From an optimization exercise on the open Yosys and OpenROAD flow, aimed at small area and a short achievable clock period; shortcuts taken in it are not production practice. Function was checked by simulation only, so behaviour that the tests miss may differ from the original. Power is estimated from default activity; no workload was simulated.

==> maple <==
==> flow/design.v (excerpt) <==
module alu_top (
  input  wire        clk,
  input  wire        rst,
  input  wire        en,
  input  wire [70:0] req,
  output wire [15:0] res,
  output wire [3:0]  flags,
  output wire        done
);
  wire [5:0]  opcode = req[70:65];
  wire [15:0] acc    = req[64:49];
  wire [15:0] x      = req[48:33];
  wire [15:0] y      = req[32:17];
  wire [15:0] imm    = req[16:1];
  wire        ra     = req[0];
  wire [15:0] reg_word, m2, a, b, bx;
  wire        cin;
  wire [15:0] pr, gn, sum, prod, shift_val;
  wire        add_cout, add_ovf, mul_ovf, prod_zero;
  operand_select operand_select_inst (
    .opcode   (opcode),
    .acc      (acc),
    .x        (x),
    .y        (y),
    .imm      (imm),
    .ra       (ra),
    .reg_word (reg_word),
    .m2       (m2),
    .a        (a),
    .b        (b),
    .bx       (bx),
    .cin      (cin)
  );
  arith_unit arith_unit_inst (
    .a         (a),
    .bx        (bx),
    .cin       (cin),
    .reg_word  (reg_word),
    .m2        (m2),
    .pr        (pr),
    .gn        (gn),
    .sum       (sum),
    .add_cout  (add_cout),
    .add_ovf   (add_ovf),
    .prod      (prod),
    .prod_zero (prod_zero),
    .mul_ovf   (mul_ovf)
  );
  bitwise_unit bitwise_unit_inst (
    .opcode    (opcode),
    .a         (a),
    .b         (b),
    .shift_val (shift_val)
  );
  result_register result_register_inst (
    .clk       (clk),
    .rst       (rst),
    .en        (en),
    .opcode    (opcode),
    .pr        (pr),
    .gn        (gn),
    .sum       (sum),
    .add_cout  (add_cout),
    .add_ovf   (add_ovf),
    .prod      (prod),
    .prod_zero (prod_zero),
    .mul_ovf   (mul_ovf),
    .shift_val (shift_val),
    .res       (res),
    .flags     (flags),
    .done      (done)
  );
endmodule
clock: 11.5 ns
lec_check: 0
abc_area: 1
cap_margin: 20
core_margin: 2
core_utilization: 40
setup_slack_margin: 5
slew_margin: 20
standard.sh (not shown) runs the stock make flow with config.mk's settings and CLKGATE_MAP_FILE= SYNTH_SCRIPT=/design/flow/synth_recipe.tcl, a recipe that flattens the netlist after the stock synthesis.
==> flow/flow/run.sh <==
#!/bin/bash
# The standard layout, with synthesis left to ABC alone: no full-adder
# extraction, so ABC sees (and times) the adder and multiplier logic whole.
set -euo pipefail
bash standard.sh ADDER_MAP_FILE= finish > standard.log 2>&1
==> tundra (differences from maple) <==
==> flow/flow/run.sh (replaced) <==
#!/bin/bash
# The standard layout with two changes: synthesis without full-adder
# extraction (ABC then sees and times the adder and multiplier logic whole),
# and the port buffers made from buf_1 rather than the delay cell
# buffer_ports picks by default; after global routing, cells on the 30% least critical paths are downsized (RECOVER_POWER).
set -euo pipefail
bash standard.sh ADDER_MAP_FILE= "BUFFER_PORTS_ARGS=-buffer_cell sky130_fd_sc_hd__buf_1" RECOVER_POWER=30 finish > standard.log 2>&1
- CORE_UTILIZATION: 40 -> 60
- PLACE_DENSITY: unset -> 0.75
==> xenon (differences from maple) <==
==> flow/flow/run.sh (replaced) <==
#!/bin/bash
# The standard layout with two changes: synthesis without full-adder
# extraction (ABC then sees and times the adder and multiplier logic whole),
# and the port buffers made from buf_1 rather than the delay cell
# buffer_ports picks by default.
set -euo pipefail
bash standard.sh ADDER_MAP_FILE= "BUFFER_PORTS_ARGS=-buffer_cell sky130_fd_sc_hd__buf_1" finish > standard.log 2>&1
- CORE_UTILIZATION: 40 -> 70
- PLACE_DENSITY: unset -> 0.9
==> summary.txt <==
metric                                                                    maple                   tundra                    xenon
Fraction of area in clock buffers and inverters                        0.006344                 0.007139                 0.007132
Inverters                                                                   318                      315                      317
Share of the clock period used by the worst path                         0.5482                   0.5311                   0.5439
Multi-input logic portion of the cell area                               0.7012                   0.7687                   0.7696
GRT Overall Usage                                                        0.3034                   0.4051                   0.4624
Met1 usage in global routing                                             0.3776                   0.4988                   0.5631
Worst IR drop on VDD                                                   96.07 uV                 111.6 uV                 363.6 uV
Non-filler instance count after layout                                    2,623                    2,472                    2,435
Met2 Usage GRT                                                           0.5197                   0.6740                   0.7359
Run status                                              complete, no violations  complete, no violations  complete, no violations
Total power after layout                                               1.451 mW                 1.365 mW                 1.426 mW
Logic pwr share                                                           0.893                    0.887                    0.892
Instance count after placement with tap cells included                    2,559                    2,451                    2,406
Die height                                                             165.4 um                 135.8 um                 126.0 um
Critical path data arrival time                                         6.51 ns                  6.31 ns                  6.46 ns
Part of the power in the clock network                                    0.051                    0.054                    0.051
Die X                                                                  165.4 um                 135.8 um                 126.0 um

---

==> 11-11 <==
alu_top again, from the RTL that the note above started with.
clock: 11.5 ns
lec_check: 0
abc_area: 1
cap_margin: 20
core_margin: 2
core_utilization: 60
place_density: 0.75
setup_slack_margin: 5
slew_margin: 20
==> flow/flow/run.sh <==
#!/bin/bash
# The standard layout with two changes: synthesis without full-adder
# extraction (ABC then sees and times the adder and multiplier logic whole),
# and the port buffers made from buf_1 rather than the delay cell
# buffer_ports picks by default; after global routing, cells on the 80% least critical paths are downsized (RECOVER_POWER).
set -euo pipefail
bash standard.sh ADDER_MAP_FILE= "BUFFER_PORTS_ARGS=-buffer_cell sky130_fd_sc_hd__buf_1" RECOVER_POWER=80 finish > standard.log 2>&1
==> inputs of 12-14, as changes to 11-11 <==
==> flow/flow/run.sh (replaced) <==
#!/bin/bash
# The standard layout with two changes: synthesis without full-adder
# extraction (ABC then sees and times the adder and multiplier logic whole),
# and the port buffers made from buf_2 rather than the delay cell
# buffer_ports picks by default.
set -euo pipefail
bash standard.sh ADDER_MAP_FILE= "BUFFER_PORTS_ARGS=-buffer_cell sky130_fd_sc_hd__buf_2" finish > standard.log 2>&1
==> summary.txt <==
- Routed wire length: 12-14 is larger than 11-11 (2.1%).
- Synthesized cell count is the same in 11-11 and 12-14.
- 12-14 went through all stages and came out clean. 11-11 ran to the end with violations: max-capacitance violations, max-slew violations.
- In clock-buffer cell count, 12-14 and 11-11 do not differ.
- In area after synthesis, 11-11 and 12-14 do not differ.
- Against 11-11, the first-iteration DRC count of 12-14 is higher by about 24%.
- Of 11-11 and 12-14, 12-14 has the higher global-route usage (gap 0.77 points).
- Against 12-14, the clock power of 11-11 is higher by about 2%.
- In clock skew, 11-11 and 12-14 do not differ.
- In 11-11 the non-clock buffer count is lower than in 12-14, by 13.
- Setup slack: 12-14 is better than 11-11 (2.3 ns).
==> figures <==
metric	11-11	12-14
Result of the run	complete, but fails checks	timing/DRC/antenna clean
Layout check failures	max-capacitance violations, max-slew violations	-
Detailed route wirelength on metal3	3960 um	4020 um
Clock edge transition at the registers on the reported setup and hold paths	0.06 ns	0.05 ns
Share of power burned in registers	0.059	0.058
Number of global-route vias before repair	12400	12400
Worst-case hold slack	0.508 ns	0.468 ns
Areal power density over the cells	124 nW/um^2	122 nW/um^2
Worst relative slew slack	-0.0703	0.215
GR Layer Usage met3	0.0445	0.0539
Crit share post-route	0.740	0.541
Time the worst path needs with I/O delays and setup	8.52 ns	6.22 ns
Measured slew at the worst slew-check pin	1.61 ns	1.17 ns
DRC violation total after the first TritonRoute iteration	1496	1853
Crit path largest cell delay	1.14 ns	0.89 ns
Proportion of layout cells with a drive suffix above 1	0.0498	0.101
Slew Viols, Final	36	0
Initial DRT Pass Iterations	9	6
Maximum fanout count along the critical path	35	10
Final instance area	11000 um^2	11300 um^2
Power Clock	0.0000739 W	0.0000725 W
Final Net Count	2322	2336
Number of resized instances in the post-cts repair step	4	7

---

==> inputs of v2 <==
alu_top, a different RTL version from the one above (not shown whole).
clock: 11.5 ns
lec_check: 0
abc_area: 1
cap_margin: 20
core_margin: 2
core_utilization: 40
setup_slack_margin: 5
slew_margin: 20
run.sh (not shown) runs the stock make flow with config.mk's settings and CLKGATE_MAP_FILE= SYNTH_SCRIPT=/design/flow/synth_recipe.tcl, a recipe that flattens the netlist after the stock synthesis.
Stock flow here: none of the scripts above is used.
==> v14: changes against v2 <==
Settings changed: SETUP_SLACK_MARGIN 5 to 4.
==> comparison table <==
metric                                                                                               v2                                       v14
Peak supply drop                                                                               0.280 mV                                  0.203 mV
Power of the combinational group                                                                3580 uW                                   2750 uW
Critical path buffers and inverters                                                                   6                                         9
Hold Crit Endpoint                                           result_register_inst.flags[1]$_SDFFE_PN0P_  result_register_inst.res[9]$_SDFFE_PN0P_
Final-layout clock-cell area share                                                               0.556%                                    0.594%
Power density normalized to cell area                                                       259 nW/um^2                               215 nW/um^2
Final design instance area without fill                                                     14400 sq um                               13500 sq um
Area taken by multi-input logic gates                                                        9940 sq um                                9490 sq um
Slew Limit Headroom                                                                               48.8%                                     48.3%
Switching power share of the total                                                                49.2%                                     52.7%
Share of layout cells above drive strength 1                                                      21.9%                                     16.5%
Placed cell areas                                                                           11900 sq um                               11800 sq um
Half-perimeter wire length of the detailed placement result                                    32500 um                                  32400 um
Setup slack after placement                                                                     2.37 ns                                   2.03 ns
Outcome                                                                        timing/DRC/antenna clean                  timing/DRC/antenna clean
Met2 routing resource usage after global routing                                                  45.2%                                     44.7%
Actual slew at the worst max-slew pin                                                          0.765 ns                                  0.770 ns
Final-layout non-clock buffer area share                                                          16.6%                                     14.2%
Total of fill cells in the finished design                                                         2591                                      2640
Share of power burned in combinational logic                                                      95.9%                                     94.7%
Power dissipated by switching net loads                                                         1840 uW                                   1530 uW
Power attributed to sequential cells                                                            80.2 uW                                   80.3 uW
Global-route usage over all layers                                                                29.2%                                     28.7%
Non-clock buffer count in the final layout                                                          256                                       216
Number of iterations in the first detailed-routing pass                                              18                                        22
Number of post-CTS setup repair buffers                                                             120                                        75

---

==> job 2966: inputs <==
alu_top with an RTL version that a note above also has.
export LEC_CHECK = 0
export ABC_AREA = 1
export CAP_MARGIN = 20
export CORE_MARGIN = 2
export CORE_UTILIZATION = 40
export SETUP_SLACK_MARGIN = 5
export SLEW_MARGIN = 20
create_clock -name core_clock -period 11.5 [get_ports {clk}]
standard.sh (not shown) runs the stock make flow with config.mk's settings and CLKGATE_MAP_FILE= SYNTH_SCRIPT=/design/flow/synth_recipe.tcl, a recipe that flattens the netlist after the stock synthesis.
==> flow/flow/run.sh <==
#!/bin/bash
# The standard layout with two changes: synthesis without full-adder
# extraction (ABC then sees and times the adder and multiplier logic whole),
# and the port buffers made from buf_2 rather than the delay cell
# buffer_ports picks by default; timing repair aims at 5.4 ns of setup slack.
set -euo pipefail
bash standard.sh ADDER_MAP_FILE= "BUFFER_PORTS_ARGS=-buffer_cell sky130_fd_sc_hd__buf_2" SETUP_SLACK_MARGIN=5.4 finish > standard.log 2>&1
==> inputs of job 4010, as changes to job 2966 <==
==> flow/flow/run.sh (replaced) <==
#!/bin/bash
# The standard layout with two changes: synthesis without full-adder
# extraction (ABC then sees and times the adder and multiplier logic whole),
# and the port buffers made from buf_1 rather than the delay cell
# buffer_ports picks by default; timing repair aims at 5.25 ns of setup slack.
set -euo pipefail
bash standard.sh ADDER_MAP_FILE= "BUFFER_PORTS_ARGS=-buffer_cell sky130_fd_sc_hd__buf_1" SETUP_SLACK_MARGIN=5.25 finish > standard.log 2>&1
CORE_UTILIZATION = 60   (was 40)
PLACE_DENSITY = 0.75   (was unset)
==> inputs of job 2454, as changes to job 2966 <==
==> flow/flow/run.sh (replaced) <==
#!/bin/bash
# The standard layout with two changes: synthesis without full-adder
# extraction (ABC then sees and times the adder and multiplier logic whole),
# and the port buffers made from buf_2 rather than the delay cell
# buffer_ports picks by default.
set -euo pipefail
bash standard.sh ADDER_MAP_FILE= "BUFFER_PORTS_ARGS=-buffer_cell sky130_fd_sc_hd__buf_2" finish > standard.log 2>&1
SETUP_SLACK_MARGIN = 4.5   (was 5)
==> metrics.yaml <==
floorplan:
  die_area_um2: 27370
  die-height_um: 165.4
pwr:
  clk-power_w: 0.0000724
finish:
  signal_buffers: 107
  nMultiInputCombCells: 1786
run_status:
  status: "finished clean"
timing:
  worst_hold_slack_ns: 0.4777
clock_network:
  cts_setup_buffers: 0
setup_path:
  cpPeakStageDelay_ns: 0.56
[end of results for job 2454]
==> metrics.yaml <==
floorplan:
  die-height_um: 135.8
finish:
  signal_buffers: 135
  nMultiInputCombCells: 1787
run_status:
  status: "finished clean"
timing:
  worst_hold_slack_ns: 0.5114
setup_path:
  cpPeakStageDelay_ns: 0.44
[end of results for job 4010]
==> metrics.yaml <==
run_status:
  status: "finished clean"
finish:
  nMultiInputCombCells: 1788
timing:
  worst_hold_slack_ns: 0.4777
pwr:
  clk-power_w: 0.0000727
floorplan:
  die_area_um2: 27370
[end of results for job 2966]

re-timing with driven ports:
The results above use ideal ports. As a check the final layouts listed here were re-extracted and re-timed, cells and wires unchanged. Step 1 (the two cells are an assumption about what drives the block):
set clk [get_ports {clk}]
set_driving_cell -lib_cell sky130_fd_sc_hd__clkbuf_16 $clk
set_driving_cell -lib_cell sky130_fd_sc_hd__buf_2 [delete_from_list [all_inputs] $clk]
Step 2 times the ports against the registers' clock, not the clock port: input delays grow and output delays shrink by t, the midpoint of the rising clock arrivals with the driver on. Slacks: no drivers / after step 1 / after step 2; pairs: no drivers / after step 1.
| run | t (ns) | setup slack, ns | latest minus earliest clock arrival (ns) | worst register clock-pin slew, ns |
|---|---|---|---|---|
| maple | 0.283 | 5.195 / 5.202 / 4.919 | 0.002 / 0.002 | 0.06 / 0.06 |
| tundra | 0.282 | 5.392 / 5.373 / 5.090 | 0.004 / 0.005 | 0.06 / 0.06 |
| xenon | 0.280 | 5.245 / 5.252 / 4.973 | 0.003 / 0.003 | 0.06 / 0.06 |
| 11-11 | 0.282 | 2.985 / 2.981 / 2.699 | 0.004 / 0.004 | 0.06 / 0.06 |
| 12-14 | 0.281 | 5.281 / 5.291 / 5.010 | 0.003 / 0.004 | 0.06 / 0.06 |
| v2 | 0.278 | 3.997 / 3.985 / 3.707 | 0.003 / 0.002 | 0.06 / 0.06 |
| v14 | 0.276 | 3.955 / 3.932 / 3.656 | 0.003 / 0.004 | 0.06 / 0.06 |
| job 2966 | 0.279 | 5.664 / 5.591 / 5.313 | 0.003 / 0.003 | 0.06 / 0.06 |
| job 4010 | 0.281 | 5.533 / 5.537 / 5.256 | 0.002 / 0.002 | 0.06 / 0.06 |
| job 2454 | 0.278 | 4.893 / 4.906 / 4.628 | 0.004 / 0.004 | 0.06 / 0.06 |
The setup slack of job 2966, which loses most, moves by -0.073 ns with the drivers and by -0.351 ns with both steps.
